What follows belongs to an exercise in optimizing a design on an open flow for a short achievable clock period and few clock cycles; a production flow would make more cautious choices.
Function was checked by simulation only, so behaviour that the tests miss may differ from the original.
Power figures rest on the tool's default switching activity, not on a simulated workload.

==> run B: inputs <==
==> flow/design.v (excerpt) <==
module pipeline_core (
    input  logic                             i_clk,
    input  logic                             i_arst,
    input  logic                             i_run,
    input  logic                             i_imem_we,
    input  logic [pipe_pkg::IMEM_ADDR_W-1:0] i_imem_addr,
    input  logic [pipe_pkg::INSTR_W-1:0]     i_imem_data,
    output logic                             o_wb_valid,
    output logic [isa_pkg::REG_ADDR_W-1:0]   o_wb_rd,
    output logic [pipe_pkg::DATA_W-1:0]      o_wb_data,
    output logic [pipe_pkg::CNT_W-1:0]       o_branch_count,
    output logic [pipe_pkg::CNT_W-1:0]       o_mispred_count
);
    pipe_pkg::fetch_pkt_t fetch_pkt;
    pipe_pkg::exec_pkt_t exec_pkt;
    pipe_pkg::redirect_t redirect;
    pipe_pkg::bp_update_t bp;
    pipe_pkg::wb_event_t exec_result;
    logic       branch_done;
    logic       branch_mispred;
    pipe_pkg::wb_event_t o_wb;
    assign o_wb_valid = o_wb.valid;
    assign o_wb_rd    = o_wb.rd;
    assign o_wb_data  = o_wb.data;
    instr_fetch u_fetch (
        .i_clk       (i_clk),
        .i_arst      (i_arst),
        .i_run       (i_run),
        .i_imem_we   (i_imem_we),
        .i_imem_addr (i_imem_addr),
        .i_imem_data (i_imem_data),
        .i_redirect  (redirect),
        .i_bp        (bp),
  ...
clock: 5.5 ns
lec_check: 0
abc_clock_period_in_ps: 3500
cap_margin: 20
core_margin: 2
core_utilization: 40
setup_slack_margin: 1.5
slew_margin: 20
tns_end_percent: 100
run.sh (not shown) runs the stock make flow with config.mk's settings and CLKGATE_MAP_FILE= SYNTH_SCRIPT=/design/flow/synth_recipe.tcl, a recipe that flattens the netlist after the stock synthesis.
==> run Y: changes against run B <==
--- a/flow/design.v
+++ b/flow/design.v
@@ -37,13 +37,12 @@
     localparam int IMEM_ADDR_W = 6;
     localparam int CNT_W       = 16;
     typedef struct packed {
         logic               valid;
         logic [DATA_W-1:0]  pc;
         logic [INSTR_W-1:0] instr;
-        logic [6:0]         pnext;    
     } fetch_pkt_t;
     typedef struct packed {
         logic                           valid;
         logic [DATA_W-1:0]              pc;
         logic [DATA_W-1:0]              rs1_data;
         logic [DATA_W-1:0]              rs2_data;
@@ -53,25 +52,19 @@
         logic [DATA_W-1:0]              imm;
         logic [2:0]                     alu_op;   
         logic                           alu_src_imm;
         logic                           is_branch;
         logic                           branch_ne;
         logic                           reg_we;
-        logic [6:0]                     pnext;    
     } exec_pkt_t;
     typedef struct packed {
         logic                           valid;
         logic [4:0]                   rd;
         logic [DATA_W-1:0]              data;
     } wb_event_t;
     typedef struct packed {
-        logic       valid;
-        logic [5:0] word;
-        logic       taken;
-    } bp_update_t;
-    typedef struct packed {
         logic              valid;
         logic [DATA_W-1:0] target;
     } redirect_t;
 endpackage
 `default_nettype wire
 `timescale 1ns/1ps
@@ -82,84 +75,51 @@
     input  logic                             i_arst,
     input  logic                             i_run,
     input  logic                             i_imem_we,
     input  logic [pipe_pkg::IMEM_ADDR_W-1:0] i_imem_addr,
     input  logic [pipe_pkg::INSTR_W-1:0]     i_imem_data,
     input  pipe_pkg::redirect_t              i_redirect,
-    input  pipe_pkg::bp_update_t             i_bp,
     output pipe_pkg::fetch_pkt_t             o_fetch
 );
     logic [INSTR_W-1:0]     imem [IMEM_DEPTH];
     logic [IMEM_DEPTH-1:0]  imem_loaded;
     logic [DATA_W-1:0]      pc;
     logic [IMEM_ADDR_W-1:0] pc_word;
     logic [INSTR_W-1:0]     fetch_word;
-    logic [63:0]            br_bit;
-    logic [6:0]             br_tgt [IMEM_DEPTH];
-    logic [1:0]             ctr [IMEM_DEPTH];
-    logic                   pred;
-    logic [6:0]             pnext;
     always_ff @(posedge i_clk) begin
         if (i_imem_we && !i_run) begin
             imem[i_imem_addr] <= i_imem_data;
         end
     end
     always_ff @(posedge i_clk or posedge i_arst) begin
         if (i_arst) begin
-            br_bit <= '0;
-        end else if (i_imem_we && !i_run) begin
-            br_bit[i_imem_addr] <= (i_imem_data[6:0] == 7'b1100011) &&
-                                   (i_imem_data[14:13] == 2'b00);
-        end
-    end
-    always_ff @(posedge i_clk) begin
-        if (i_imem_we && !i_run) begin
-            br_tgt[i_imem_addr] <= {i_imem_addr, 1'b0} +
-                                   {i_imem_data[27:25], i_imem_data[11:8]};
-        end
-    end
-    always_ff @(posedge i_clk or posedge i_arst) begin
-        if (i_arst) begin
-            for (int i = 0; i < IMEM_DEPTH; i++) ctr[i] <= 2'd2;
-        end else if (i_bp.valid) begin
-            if (i_bp.taken && ctr[i_bp.word] != 2'd3)
-                ctr[i_bp.word] <= ctr[i_bp.word] + 2'd1;
-            else if (!i_bp.taken && ctr[i_bp.word] != 2'd0)
-                ctr[i_bp.word] <= ctr[i_bp.word] - 2'd1;
-        end
-    end
-    always_ff @(posedge i_clk or posedge i_arst) begin
-        if (i_arst) begin
             imem_loaded <= '0;
         end else if (i_imem_we && !i_run) begin
             imem_loaded[i_imem_addr] <= 1'b1;
         end
     end
     assign pc_word    = pc[IMEM_ADDR_W+1:2];
     assign fetch_word = imem_loaded[pc_word] ? imem[pc_word] : '0;
-    assign pred  = br_bit[pc_word] && ctr[pc_word][1];
-    assign pnext = pred ? br_tgt[pc_word] : (pc[7:1] + 7'd2);
     always_ff @(posedge i_clk or posedge i_arst) begin
         if (i_arst) begin
             pc <= '0;
         end else if (i_redirect.valid) begin
             pc <= i_redirect.target;
         end else if (i_run) begin
-            pc <= {pc[DATA_W-1:8] + {23'd0, pc[7] && !pnext[6] && !pred}, pnext, 1'b0};
+            pc <= pc + DATA_W'(4);
         end
     end
     always_ff @(posedge i_clk or posedge i_arst) begin
         if (i_arst) begin
             o_fetch <= '0;
         end else if (i_redirect.valid) begin
             o_fetch <= '0;
         end else begin
             o_fetch.valid <= i_run;
             o_fetch.pc    <= pc;
             o_fetch.instr <= fetch_word;
-            o_fetch.pnext <= pnext;
         end
     end
 endmodule
 `default_nettype wire
 `timescale 1ns/1ps
 `default_nettype none
@@ -289,13 +249,12 @@
         dec_pkt.imm         = (opcode == OP_BRANCH) ? imm_b : imm_i;
         dec_pkt.alu_op      = alu_op;
         dec_pkt.alu_src_imm = (opcode == OP_IMM);
         dec_pkt.is_branch   = (opcode == OP_BRANCH);
         dec_pkt.branch_ne   = (funct3 == F3_BNE);
         dec_pkt.reg_we      = (opcode != OP_BRANCH) && (rd_addr != '0);
-        dec_pkt.pnext       = i_fetch.pnext;
     end
     always_ff @(posedge i_clk or posedge i_arst) begin
         if (i_arst) begin
             o_exec <= '0;
         end else if (i_redirect.valid) begin
             o_exec <= '0;
@@ -312,26 +271,22 @@
 module execute_unit (
     input  logic                i_clk,
     input  logic                i_arst,
     input  pipe_pkg::exec_pkt_t i_exec,
     input  pipe_pkg::wb_event_t i_wb,
     output pipe_pkg::redirect_t o_redirect,
-    output pipe_pkg::bp_update_t o_bp,
     output pipe_pkg::wb_event_t o_result,
     output logic                o_branch,
     output logic                o_mispred
 );
     logic [DATA_W-1:0] op_a;
     logic [DATA_W-1:0] rs2_fwd;
     logic [DATA_W-1:0] op_b;
     logic [DATA_W-1:0] alu_out;
     logic              operands_eq;
     logic              taken;
-    logic [DATA_W-1:0] seq_pc;
-    logic [DATA_W-1:0] tgt_pc;
-    logic [DATA_W-1:0] next_pc;
     assign op_a = (i_wb.valid && (i_wb.rd == i_exec.rs1_addr)) ? i_wb.data
                                                                : i_exec.rs1_data;
     assign rs2_fwd = (i_wb.valid && (i_wb.rd == i_exec.rs2_addr)) ? i_wb.data
                                                                   : i_exec.rs2_data;
     assign op_b = i_exec.alu_src_imm ? i_exec.imm : rs2_fwd;
     always_comb begin
@@ -344,20 +299,14 @@
             ALU_PASS_B: alu_out = op_b;
             default:    alu_out = op_b;
         endcase
     end
     assign operands_eq = (op_a == rs2_fwd);
     assign taken = i_exec.valid && i_exec.is_branch && (operands_eq ^ i_exec.branch_ne);
-    assign seq_pc  = i_exec.pc + DATA_W'(4);
-    assign tgt_pc  = i_exec.pc + i_exec.imm;
-    assign next_pc = taken ? tgt_pc : seq_pc;
-    assign o_redirect.valid  = i_exec.valid && i_exec.is_branch && (next_pc[7:1] != i_exec.pnext);
-    assign o_redirect.target = next_pc;
-    assign o_bp.valid = i_exec.valid && i_exec.is_branch;
-    assign o_bp.word  = i_exec.pc[7:2];
-    assign o_bp.taken = taken;
+    assign o_redirect.valid  = taken;
+    assign o_redirect.target = i_exec.pc + i_exec.imm;
     assign o_result.valid = i_exec.valid && i_exec.reg_we;
     assign o_result.rd    = i_exec.rd_addr;
     assign o_result.data  = alu_out;
     always_ff @(posedge i_clk or posedge i_arst) begin
         if (i_arst) begin
             o_branch  <= 1'b0;
@@ -420,13 +369,12 @@
     output logic [pipe_pkg::CNT_W-1:0]       o_branch_count,
     output logic [pipe_pkg::CNT_W-1:0]       o_mispred_count
 );
     pipe_pkg::fetch_pkt_t fetch_pkt;
     pipe_pkg::exec_pkt_t exec_pkt;
     pipe_pkg::redirect_t redirect;
-    pipe_pkg::bp_update_t bp;
     pipe_pkg::wb_event_t exec_result;
     logic       branch_done;
     logic       branch_mispred;
     pipe_pkg::wb_event_t o_wb;
     assign o_wb_valid = o_wb.valid;
     assign o_wb_rd    = o_wb.rd;
@@ -436,13 +384,12 @@
         .i_arst      (i_arst),
         .i_run       (i_run),
         .i_imem_we   (i_imem_we),
         .i_imem_addr (i_imem_addr),
         .i_imem_data (i_imem_data),
         .i_redirect  (redirect),
-        .i_bp        (bp),
         .o_fetch     (fetch_pkt)
     );
     instr_decode u_decode (
         .i_clk      (i_clk),
         .i_arst     (i_arst),
         .i_fetch    (fetch_pkt),
@@ -453,13 +400,12 @@
     execute_unit u_execute (
         .i_clk      (i_clk),
         .i_arst     (i_arst),
         .i_exec     (exec_pkt),
         .i_wb       (o_wb),
         .o_redirect (redirect),
-        .o_bp       (bp),
         .o_result   (exec_result),
         .o_branch   (branch_done),
         .o_mispred  (branch_mispred)
     );
     retire_stage u_retire (
         .i_clk           (i_clk),
==> flow/config.mk (replaced) <==
export PLATFORM = sky130hd
export DESIGN_NAME = pipeline_core
export DESIGN_NICKNAME = pipeline_core
export VERILOG_FILES = /design/flow/design.v
export SDC_FILE = /design/flow/constraint.sdc
export NUM_CORES = 4
export LEC_CHECK = 0
export CAP_MARGIN = 20
export CORE_MARGIN = 2
export CORE_UTILIZATION = 40
export SLEW_MARGIN = 20
==> summary of the runs <==
- In run Y the non-clock buffer count is lower than in run B, by 143.
- In run B the clock-buffer cell count is higher than in run Y, by 62.
- Wire length: run B is higher than run Y (18%).
- Between run Y and run B, the lower maximum frequency is in run Y (gap about 1.2%, measured against run B).
- Against run B, the combinational power of run Y is lower by about 3%.
- In run B the die area is larger than in run Y, by 18%.
- In run B the core utilization is higher than in run Y, by 0.11 points.
- Critical path depth: run B is higher than run Y (3).
- Between run B and run Y, the lower clock power is in run Y (gap about 20%, measured against run Y).
- Sequential power: run B is larger than run Y (about 17%).
- Setup slack: run Y is worse than run B (0.063 ns).
Testbench counts of run B, summed over its fixed seeds: cycles 67,779.
Testbench counts of run Y, summed over its fixed seeds: cycles 85,825.

port drivers added, routing unchanged:
In the flow no input, the clock included, has a driving cell. The finished layouts below were timed again as built, in two steps. Step 1 sets driving cells, clkbuf_16 on the clock port and buf_2 on the other inputs (assumed; they add their load-dependent delay and slew). Step 2 moves the port delays by t, midway between the first and last clock arrival at a register: inputs arrive t later, outputs are due t later. That takes back most of the time a late clock gives input paths. Slacks: no drivers / after step 1 / after step 2; pairs: no drivers / after step 1.
| run | shift t [ns] | slack for setup (ns) | worst slew at a driven data input, ns |
|---|---|---|---|
| run B | 1.080 | 0.244 / 0.244 / 0.244 | 0.21 |
| run Y | 1.065 | 0.181 / 0.181 / 0.181 | 0.38 |
After both steps every run listed still meets setup and hold.
